What follows belongs to an exercise in optimizing a design on an open flow for small area, a short achievable clock period and few clock cycles; a production flow would make more cautious choices.
The RTL was checked by simulation tests, not by an equivalence proof against the original design.

--- flow/config.mk ---
export PLATFORM = sky130hd
export DESIGN_NAME = neuron_pe
export DESIGN_NICKNAME = neuron_pe
export VERILOG_FILES = /design/flow/design.v
export SDC_FILE = /design/flow/constraint.sdc
export NUM_CORES = 4
export LEC_CHECK = 0
export CAP_MARGIN = 20
export CORE_MARGIN = 2
export CORE_UTILIZATION = 40
export SLEW_MARGIN = 20
--- flow/constraint.sdc ---
create_clock -name core_clock -period 22.0 [get_ports {clk}]
set_input_delay 4.4000 -clock core_clock [delete_from_list [all_inputs] [get_ports {clk}]]
set_output_delay 4.4000 -clock core_clock [all_outputs]
set_load 0.01 [all_outputs]
--- flow/design.v ---
module neuron_pe #(
    parameter int N     = 6,
    parameter int BITS  = 16,
    parameter int FRAC  = 8,
    parameter int LANES = 2
) (
    input  logic                  clk,
    input  logic                  rst_n,
    input  logic                  load_w,
    input  logic                  start,
    input  logic                  bp,
    input  logic [1:0]            act_sel,
    input  logic [N*BITS-1:0]     x,
    input  logic [N*BITS-1:0]     w,
    input  logic [BITS-1:0]       b,
    input  logic [BITS-1:0]       dz_in,
    input  logic [BITS-1:0]       w_in,
    input  logic [BITS-1:0]       lr,
    output logic                  busy,
    output logic                  done,
    output logic [BITS-1:0]       y,
    output logic [(N+1)*BITS-1:0] w_out
);
    localparam int K  = (N + LANES - 1) / LANES;
    localparam int CW = (K > 1) ? $clog2(K) : 1;
    typedef logic signed [BITS-1:0] word_t;
    typedef enum logic [2:0] {
        IDLE,
        FWD_MAC,
        FWD_ACT,
        BWD_GRAD,
        BWD_UPD,
        DONE
    } state_t;
    function automatic word_t sat_narrow(input logic signed [2*BITS-1:0] v);
        logic signed [2*BITS-1:0] hi;
        logic signed [2*BITS-1:0] lo;
        hi = {{(BITS+1){1'b0}}, {(BITS-1){1'b1}}};
        lo = {{(BITS+1){1'b1}}, {(BITS-1){1'b0}}};
        if (v > hi)
            sat_narrow = {1'b0, {(BITS-1){1'b1}}};
        else if (v < lo)
            sat_narrow = {1'b1, {(BITS-1){1'b0}}};
        else
            sat_narrow = v[BITS-1:0];
    endfunction
    function automatic word_t pmul(input word_t a, input word_t c);
        logic signed [2*BITS-1:0] prod;
        prod = $signed({{BITS{a[BITS-1]}}, a} * {{BITS{c[BITS-1]}}, c});
        pmul = sat_narrow(prod >>> FRAC);
    endfunction
    function automatic word_t sadd(input word_t a, input word_t c);
        logic signed [BITS:0] s;
        s = {a[BITS-1], a} + {c[BITS-1], c};
        if (s[BITS] != s[BITS-1])
            sadd = {s[BITS], {(BITS-1){~s[BITS]}}};
        else
            sadd = s[BITS-1:0];
    endfunction
    function automatic word_t act_gate(input logic [1:0] a, input logic neg,
                                       input word_t v);
        act_gate = v;
        if (neg && (a != 2'b00)) begin
            if (a == 2'b10)
                act_gate = v >>> 3;
            else
                act_gate = '0;
        end
    endfunction
    state_t         state;
    logic [CW-1:0]  cnt;
    word_t          store [0:N];
    word_t          xr    [0:N-1];
    word_t          acc;
    word_t          z_r;
    word_t          dz_r;
    logic [1:0]     act_r;
    int             step;
    word_t          lane_x  [0:LANES-1];
    word_t          lane_w  [0:LANES-1];
    logic           lane_ok [0:LANES-1];
    word_t          lane_p1 [0:LANES-1];
    word_t          mac_sum;
    word_t          store_nxt [0:N];
    word_t          grad;
    word_t          dz_nxt;
    always_comb begin
        step    = (K - 1) - int'(cnt);
        mac_sum = acc;
        for (int k = 0; k <= N; k++)
            store_nxt[k] = store[k];
        if (cnt == CW'(K - 1))
            store_nxt[0] = sadd(store[0], pmul(word_t'(lr), dz_r));
        for (int l = 0; l < LANES; l++) begin
            lane_x[l]  = '0;
            lane_w[l]  = '0;
            lane_ok[l] = 1'b0;
            for (int i = 0; i < N; i++) begin
                if (i == step * LANES + l) begin
                    lane_x[l]  = xr[i];
                    lane_w[l]  = store[i + 1];
                    lane_ok[l] = 1'b1;
                end
            end
            lane_p1[l] = pmul(lane_x[l], (state == FWD_MAC) ? lane_w[l] : dz_r);
            if (lane_ok[l])
                mac_sum = sadd(mac_sum, lane_p1[l]);
            for (int i = 0; i < N; i++) begin
                if (i == step * LANES + l)
                    store_nxt[i + 1] = sadd(store[i + 1],
                                            pmul(word_t'(lr), lane_p1[l]));
            end
        end
        grad   = pmul(word_t'(dz_in), word_t'(w_in));
        dz_nxt = act_gate(act_r, z_r[BITS-1], grad);
    end
    always_ff @(posedge clk or negedge rst_n) begin
        if (!rst_n) begin
            state <= IDLE;
            cnt   <= '0;
            busy  <= 1'b0;
            done  <= 1'b0;
            y     <= '0;
            acc   <= '0;
            z_r   <= '0;
            dz_r  <= '0;
            act_r <= '0;
            for (int k = 0; k <= N; k++)
                store[k] <= '0;
            for (int i = 0; i < N; i++)
                xr[i] <= '0;
        end else begin
            done <= 1'b0;
            case (state)
                IDLE: begin
                    if (load_w) begin
                        store[0] <= b;
                        for (int i = 0; i < N; i++)
                            store[i + 1] <= w[i*BITS +: BITS];
                    end else if (start) begin
                        for (int i = 0; i < N; i++)
                            xr[i] <= x[i*BITS +: BITS];
                        act_r <= act_sel;
                        busy  <= 1'b1;
                        if (bp) begin
                            state <= BWD_GRAD;
                        end else begin
                            state <= FWD_MAC;
                            acc   <= store[0];
                            cnt   <= CW'(K - 1);
                        end
                    end
                end
                FWD_MAC: begin
                    acc <= mac_sum;
                    if (cnt == '0)
                        state <= FWD_ACT;
                    else
                        cnt <= cnt - CW'(1);
                end
                FWD_ACT: begin
                    z_r   <= acc;
                    y     <= act_gate(act_r, acc[BITS-1], acc);
                    state <= DONE;
                    done  <= 1'b1;
                end
                BWD_GRAD: begin
                    dz_r  <= dz_nxt;
                    cnt   <= CW'(K - 1);
                    state <= BWD_UPD;
                end
                BWD_UPD: begin
                    for (int k = 0; k <= N; k++)
                        store[k] <= store_nxt[k];
                    if (cnt == '0) begin
                        state <= DONE;
                        done  <= 1'b1;
                    end else begin
                        cnt <= cnt - CW'(1);
                    end
                end
                DONE: begin
                    busy  <= 1'b0;
                    state <= IDLE;
                end
                default: begin
                    busy  <= 1'b0;
                    state <= IDLE;
                end
            endcase
        end
    end
    generate
        for (genvar k = 0; k <= N; k++) begin : g_wout
            assign w_out[k*BITS +: BITS] = store[k];
        end
    endgenerate
endmodule
--- flow/run.sh ---
#!/bin/bash
# synth_recipe.tcl (not shown) runs the flow's synth.tcl, then flattens the netlist and writes it again
# the make line also repeats each setting of config.mk as NAME=value (left out here)
make -C /OpenROAD-flow-scripts/flow DESIGN_CONFIG=/design/flow/config.mk WORK_HOME=/design/flow/orfs CLKGATE_MAP_FILE= SYNTH_SCRIPT=/design/flow/synth_recipe.tcl finish
==> results_dict.tcl <==
set metrics [dict create \
    status "finished clean" \
    num_vias 63590 \
    dpl.cell_count 11790 \
    layout.nets 11670 \
    wl_per_cell_um 22.87 \
    core_area_sq_mm 0.1952 \
    totalWireLength_mm 271.2 \
    cts_tree "done" \
    drive_gt1_frac 0.04433 \
    syn_nets 11480 \
    holdBufCountCts 0 \
    slew_headroom 0.1607 \
    area_growth_pct 10.42 \
    fmax_mhz 47.74 \
    vias_per_cell 5.362 \
    finalHoldViolations 0 \
    cpMostUsedCell "fa_1" \
    finClkSkew_ns 0.02875 \
    netlist_top_cells_area "fa_1 40%, ha_1 9.9%, inv_1 9.1%, dfrtp_1 8.5%, nand2_1 5.4%" \
    cp_max_fo 34 \
    cts.sinks 266 \
    num_rows 162 \
    finalWorstSetupSlack_ns 1.051 \
    synth-edff-count 0 \
    yosys_warnings 8 \
    hold_path_class "register to register" \
    synth.largest_area_cell "fa_1" \
    grt_pass1_wl_mm 417.7 \
    cts_root_buf "clkbuf_16" \
    antenna_found_initial 11 \
    placed_cell_area_sq_mm 0.08553 \
    drc 0 \
    hpwl_mm 223.4 \
    ys_ff_latch 266 \
    insertion_delay_ns 0.60 \
    synth_most_common_cell "inv_1" \
    end_kind "register" \
    die-area_sq_mm 0.2004 \
    finalCriticalPeriod_ns 20.95 \
    fin_crit_sh 0.9522 \
    slowest_stage "or3b_2" \
    required_ns 22.44 \
    syn_area_sq_mm 0.07872 \
    place_ws_ns -0.1546 \
    setup_viol 0 \
    antenna_left 0 \
    dr.pass1.iters 5 \
    drv_cap 0 \
    synth_top_area_frac 0.4010 \
    crit_type "register to register" \
    synth-main-ff-cell "dfrtp_1" \
    overflow 0 \
    worst-path-buf-inv 14 \
    critical_path_arrival_ns 21.38 \
    maxSlewViolCount 0 \
    synthTopCellsByCount "1,918 x inv_1, 1,577 x fa_1, 1,137 x nand2_1" \
    ys_types 89 \
    synth.avg_cell_area_sq_um 8.729 \
    startpoint_type "register" \
    finalWeightedCongestion 0.9906 \
    fin_setup_tns_ns 0 \
    first_iter_violations 4989 \
    slowest_delay_ns 0.88 \
    async_flop_share 1.000 \
    fin_cells 11860 \
    grt_pass1_vias 68000 \
    start_util 0.4033 \
    port_buffers 392 \
    ys_seq_area_frac 0.08456 \
    die_y_um 447.6 \
    design_area_sq_mm 0.08693 \
    cts-htree-levels 2 \
    cts-buffers-inserted 34 \
    track_usage 0.2758 \
    critPathTopFamily "compound AO/OA/AOI/OAI gates" \
    die_w_um 447.6 \
    hold_ws_ns 0.4881 \
    top_level_ports 393 \
    worstMarginPinSlew_ns 1.251 \
    clkTransAtPathRegs_ns 0.06 \
    cts_buffer_depth 3 \
    grt_max_degree 89 \
    synthCells 9018 \
]
[through the flow]
| stage | util |
|---|---|
| after CTS | 0.4444 |
| final | 0.4453 |
| after global routing | 0.4453 |
| after floorplan | - |
| after detailed placement | 0.4382 |
| after global placement | 0.4380 |
[path summary, 6_finish.rpt]
path / startpoint / endpoint / slack [ns] / cells after the start
min in group asynchronous: rst_n / store[2][10] / 3.82 / 1
max: state[1] / store[6][13] / 1.05 / 76
min: dz_r[7] / dz_r[7] / 0.49 / 2
max in group asynchronous: rst_n / xr[4][15] / 16.17 / 4
max reg2reg: state[1] / store[6][13] / 1.05 / 76
min reg2reg: dz_r[7] / dz_r[7] / 0.49 / 2
[final cells by class]
cell class	count	area [sq um]
Timing Repair Buffer	525	4927
Multi-Input combinational cell	6458	63640
Clock buffer	43	934.6
Inverter	1919	7203
Tap cell	2624	3283
Sequential cell	266	6656
Clock inverter	16	261.5
Antenna cell	7	17.52
Fill cell	19010	108300
[cell usage in the layout (no fill, tap or decap), types with 28 or more instances in the layout]
cell             count
inv_1             1918
fa_1              1577
nand2_1           1135
ha_1               618
nor2_1             512
a21oi_1            477
and2_1             419
clkdlybuf4s50_1    377
dfrtp_1            266
xnor2_1            209
o21ai_0            174
a21o_1             149
buf_4              128
mux2_2             105
o21bai_1            94
nand2b_1            88
xor2_1              78
nor2b_1             77
o21a_1              67
nand3_1             60
o221ai_1            59
or2_2               34
and3_1              34
clkbuf_16           34
nor3_1              32
o21ai_1             30
o211ai_1            30
a31oi_1             29
a221oi_1            28
[sequential cells by signal (all words and copies together) (netlist names)]
register and cells:
acc 16, act_r 2, busy 1, cnt 2
done 1, dz_r 16, state 3, store 112
xr 96, y 16, z_r 1
[per-layer routing]
layer / wire length (um) / global-route usage / vias to the layer above
met1: 108100 / 0.3510 / 32550
met5: 8 / 0 / -
met2: 126900 / 0.4513 / 2242
li1: - / - / 28260
met4: 18870 / 0.1600 / 2
met3: 17360 / 0.03546 / 537
[cell families after synthesis]
group,count (synthesis),share of synthesized area
mux,110,0.01566
simple gates,2500,0.1456
compound gates,1359,0.1120
buf+inv,2294,0.1100
xor+xnor,287,0.03193
flops,266,0.08456
fa+ha+maj,2202,0.5002
[worst reg2reg max path: cells and delay by family (launching register included)]
| kind | cells | cell delay [ns] |
|---|---|---|
| AOI/OAI and AO/OA | 34 | 8.08 |
| adders and majority gates | 15 | 7.33 |
| and+or+nand+nor | 11 | 2.54 |
| buffers and inverters | 14 | 1.93 |
| muxes | 1 | 0.43 |
| DFF | 1 | 0.36 |
| xor gates and xnor gates | 1 | 0.14 |
[what timing repair did]
item,in CTS,in global routing
resized for setup,3,28
buffers inserted,0,2
pin swaps,0,1
setup endpoints to repair,31,96
Testbench counts, summed over its fixed seeds: cycles 4,632.

==> port drivers added, routing unchanged <==
Ports are ideal in the flow. The routed layout listed here was re-timed in OpenROAD.
Step 1, drivers: a clkbuf_16 drives clk and a buf_2 each remaining input, both assumed.
Step 2 moves the port delays by t, midway between the first and last clock arrival at a register: inputs arrive t later, outputs are due t later. That takes back most of the time a late clock gives input paths.
Three values: ideal, step 1, step 2; two values: the first two.
shift t [ns]: 0.659
slack for setup (ns): 1.051 / 1.051 / 1.051
worst setup path at the end: register to register
slew at the worst register clock pin (ns): 0.07 / 0.07
cell pins on the clock port's net: 1
After both steps setup and hold are still met in this run. For this run, drivers alone change the setup slack by 0.000 ns; drivers and shift together by 0.000 ns.
